What follows belongs to an exercise in optimizing a design on an open flow for small area, a short achievable clock period and few clock cycles; a production flow would make more cautious choices. In this exercise RTL edits were held to simulation tests only and were not proved equivalent to the original. No activity file was given, so power comes from the tool's default toggle rates.

Setup of job 2667:
## stack_arith_unit
module stack_arith_unit #(
    parameter int STACK_DEPTH = 64
) (
    input  wire logic        clk,
    input  wire logic        rst_n,
    input  wire logic        s_tvalid,
    output logic             s_tready,
    input  wire logic [31:0] s_tdata,    
    input  wire logic [2:0]  s_tuser,    
    output logic             m_tvalid,
    input  wire logic        m_tready,
    output logic      [47:0] m_tdata     
);
    localparam int RES_W = DEPTH_W + WORD_W + STATUS_W;
    logic                in_valid_reg, in_valid_next;
    logic [MODE_W-1:0]   in_op_reg, in_op_next;
    logic [WORD_W-1:0]   in_data_reg;
    logic                ready_reg, ready_next;
    logic [WORD_W-1:0]   top_reg, top_next, top_early;
    logic                top_take_res, top_take_quot;
    logic [WORD_W-1:0]   sec_reg, sec_next;
    logic                sec_hi_reg, sec_hi_next;
    logic [34:0]         tri_reg, tri_next;
    logic                tneg_reg;
    logic                sub1_reg, sub1_next;
    logic                sub3_reg, sub3_next;
    logic [DEPTH_W-1:0]  cnt_reg, cnt_next;
    logic                halted_reg;
  ...
For scale: ~7100 cells after synthesis, roughly 2300 flip-flops, roughly 99000 um2 of cells after synthesis.
==> flow/config.mk <==
export PLATFORM = sky130hd
export DESIGN_NAME = stack_arith_unit
export DESIGN_NICKNAME = stack_arith_unit
export VERILOG_FILES = /design/flow/design.v
export SDC_FILE = /design/flow/constraint.sdc
export NUM_CORES = 4
export LEC_CHECK = 0
export CAP_MARGIN = 20
export CORE_MARGIN = 2
export CORE_UTILIZATION = 45
export CTS_CLUSTER_DIAMETER = 100
export CTS_CLUSTER_SIZE = 25
export PLACE_DENSITY = 0.5
export SETUP_SLACK_MARGIN = 4
export SLEW_MARGIN = 20
export TNS_END_PERCENT = 100
==> flow/constraint.sdc <==
create_clock -name core_clock -period 8.0 [get_ports {clk}]
set_input_delay 1.6000 -clock core_clock [delete_from_list [all_inputs] [get_ports {clk}]]
set_output_delay 1.6000 -clock core_clock [all_outputs]
set_load 0.01 [all_outputs]
run.sh (not shown) runs the stock make flow with config.mk's settings and CLKGATE_MAP_FILE= SYNTH_SCRIPT=/design/flow/synth_recipe.tcl, a recipe that flattens the netlist after the stock synthesis.
Testbench counts of job 2667, summed over its fixed seeds: cycles 31,124.
[inputs] job 5579 vs job 2667
# job 2667
export LEC_CHECK = 0
export CAP_MARGIN = 20
export CORE_MARGIN = 2
export CORE_UTILIZATION = 45
export CTS_CLUSTER_DIAMETER = 100
export CTS_CLUSTER_SIZE = 25
export PLACE_DENSITY = 0.5
export SETUP_SLACK_MARGIN = 4
export SLEW_MARGIN = 20
export TNS_END_PERCENT = 100
create_clock -name core_clock -period 8.0 [get_ports {clk}]
# job 5579
export LEC_CHECK = 0
export CAP_MARGIN = 10
export CORE_MARGIN = 2
export CORE_UTILIZATION = 45
export CTS_CLUSTER_DIAMETER = 100
export CTS_CLUSTER_SIZE = 25
export PLACE_DENSITY = 0.5
export SETUP_SLACK_MARGIN = 4
export SLEW_MARGIN = 10
export TNS_END_PERCENT = 100
create_clock -name core_clock -period 8.0 [get_ports {clk}]
Findings:
- Looking at met3 routing resource usage after global routing, job 5579 sits 0.61 points higher than job 2667 does.
- Fraction of met2 tracks used by global routing: job 5579 vs job 2667 — no meaningful difference
- STATUS total power: job 5579 loses against job 2667
- Setup slack in job 5579 is smaller than in job 2667.
- Relative to job 2667, share of final-layout standard cells stronger than drive strength 1 has increased by 1.1 points in job 5579.
- Job 5579 has register fraction of the total cell area below what job 2667 had.
- NOTE worst voltage drop across the vdd grid job 2667->job 5579 increased by more than 10%
- Depth of the critical timing path with buffers and inverters included ends up higher on job 5579.
Inputs modified between job 5579 and job 3492:
# job 5579
export LEC_CHECK = 0
export CAP_MARGIN = 10
export CORE_MARGIN = 2
export CORE_UTILIZATION = 45
export CTS_CLUSTER_DIAMETER = 100
export CTS_CLUSTER_SIZE = 25
export PLACE_DENSITY = 0.5
export SETUP_SLACK_MARGIN = 4
export SLEW_MARGIN = 10
export TNS_END_PERCENT = 100
create_clock -name core_clock -period 8.0 [get_ports {clk}]
# job 3492
export LEC_CHECK = 0
export CAP_MARGIN = 20
export CORE_MARGIN = 2
export CORE_UTILIZATION = 40
export CTS_CLUSTER_DIAMETER = 100
export CTS_CLUSTER_SIZE = 25
export PLACE_DENSITY = 0.45
export SETUP_SLACK_MARGIN = 4
export SLEW_MARGIN = 20
export TNS_END_PERCENT = 100
create_clock -name core_clock -period 8.0 [get_ports {clk}]
--- outcome ---
Across job 3492 and job 5579, none had a timing, DRC or antenna violation. Non-clock buffer count, job 3492 vs job 5579: up by more than 10%. Per the comparison of job 3492 with job 5579, first-iteration DRC count picked up an extra 4.0%; placeable core area has increased; total routed wirelength rose by about 6%; final cell area excluding filler cells now larger; clock skew stayed essentially flat. Final worst slack came out lower on job 3492 than on job 5579. Looking at combinational power, job 3492 sits about 4% above job 5579. Compared with job 5579, job 3492 shows proportion of power drawn by the clock network higher by 0.3 points.
## Diff of input files: job 6599 against job 3492
# job 3492
export LEC_CHECK = 0
export CAP_MARGIN = 20
export CORE_MARGIN = 2
export CORE_UTILIZATION = 40
export CTS_CLUSTER_DIAMETER = 100
export CTS_CLUSTER_SIZE = 25
export PLACE_DENSITY = 0.45
export SETUP_SLACK_MARGIN = 4
export SLEW_MARGIN = 20
export TNS_END_PERCENT = 100
create_clock -name core_clock -period 8.0 [get_ports {clk}]
# job 6599
export LEC_CHECK = 0
export CAP_MARGIN = 20
export CORE_MARGIN = 2
export CORE_UTILIZATION = 50
export CTS_CLUSTER_DIAMETER = 100
export CTS_CLUSTER_SIZE = 25
export PLACE_DENSITY = 0.55
export SETUP_SLACK_MARGIN = 4
export SLEW_MARGIN = 20
export TNS_END_PERCENT = 100
create_clock -name core_clock -period 8.0 [get_ports {clk}]
==> notes.md <==
Across both runs, final area was lower for job 6599 than for job 3492.
Total of hold buffers inserted after clock tree synthesis came out exactly the same in job 3492 and job 6599.
Job 6599 vs job 3492: clock group share of total power down
Changes observed in job 6599 relative to job 3492: met1 track utilization from global routing increased by 0.97 points relative to the old numbers, number of CTS-inserted buffers shrank by 4.

-- separate check: timing with driven ports --
No port has a modelled driver above. Below, the same layouts with a new extraction and two added sets of constraints.
Step 1 sets driving cells, clkbuf_16 on the clock port and buf_2 on the other inputs (assumed; they add their load-dependent delay and slew).
Step 2 also shifts input and output timing later by t, the mid clock arrival at the registers, as if the neighbouring blocks saw the same clock.
a / b / c = no drivers / after step 1 / after step 2; a / b = the first two.
| run | t, ns | setup slack, ns | worst register clock-pin slew, ns |
|---|---|---|---|
| job 2667 | 0.945 | 3.808 / 3.808 / 3.808 | 0.11 / 0.11 |
| job 5579 | 0.933 | 3.746 / 3.746 / 3.746 | 0.11 / 0.11 |
| job 3492 | 0.936 | 3.740 / 3.740 / 3.740 | 0.11 / 0.11 |
| job 6599 | 0.921 | 3.748 / 3.748 / 3.748 | 0.11 / 0.11 |
After both steps setup and hold are still met in every run listed.
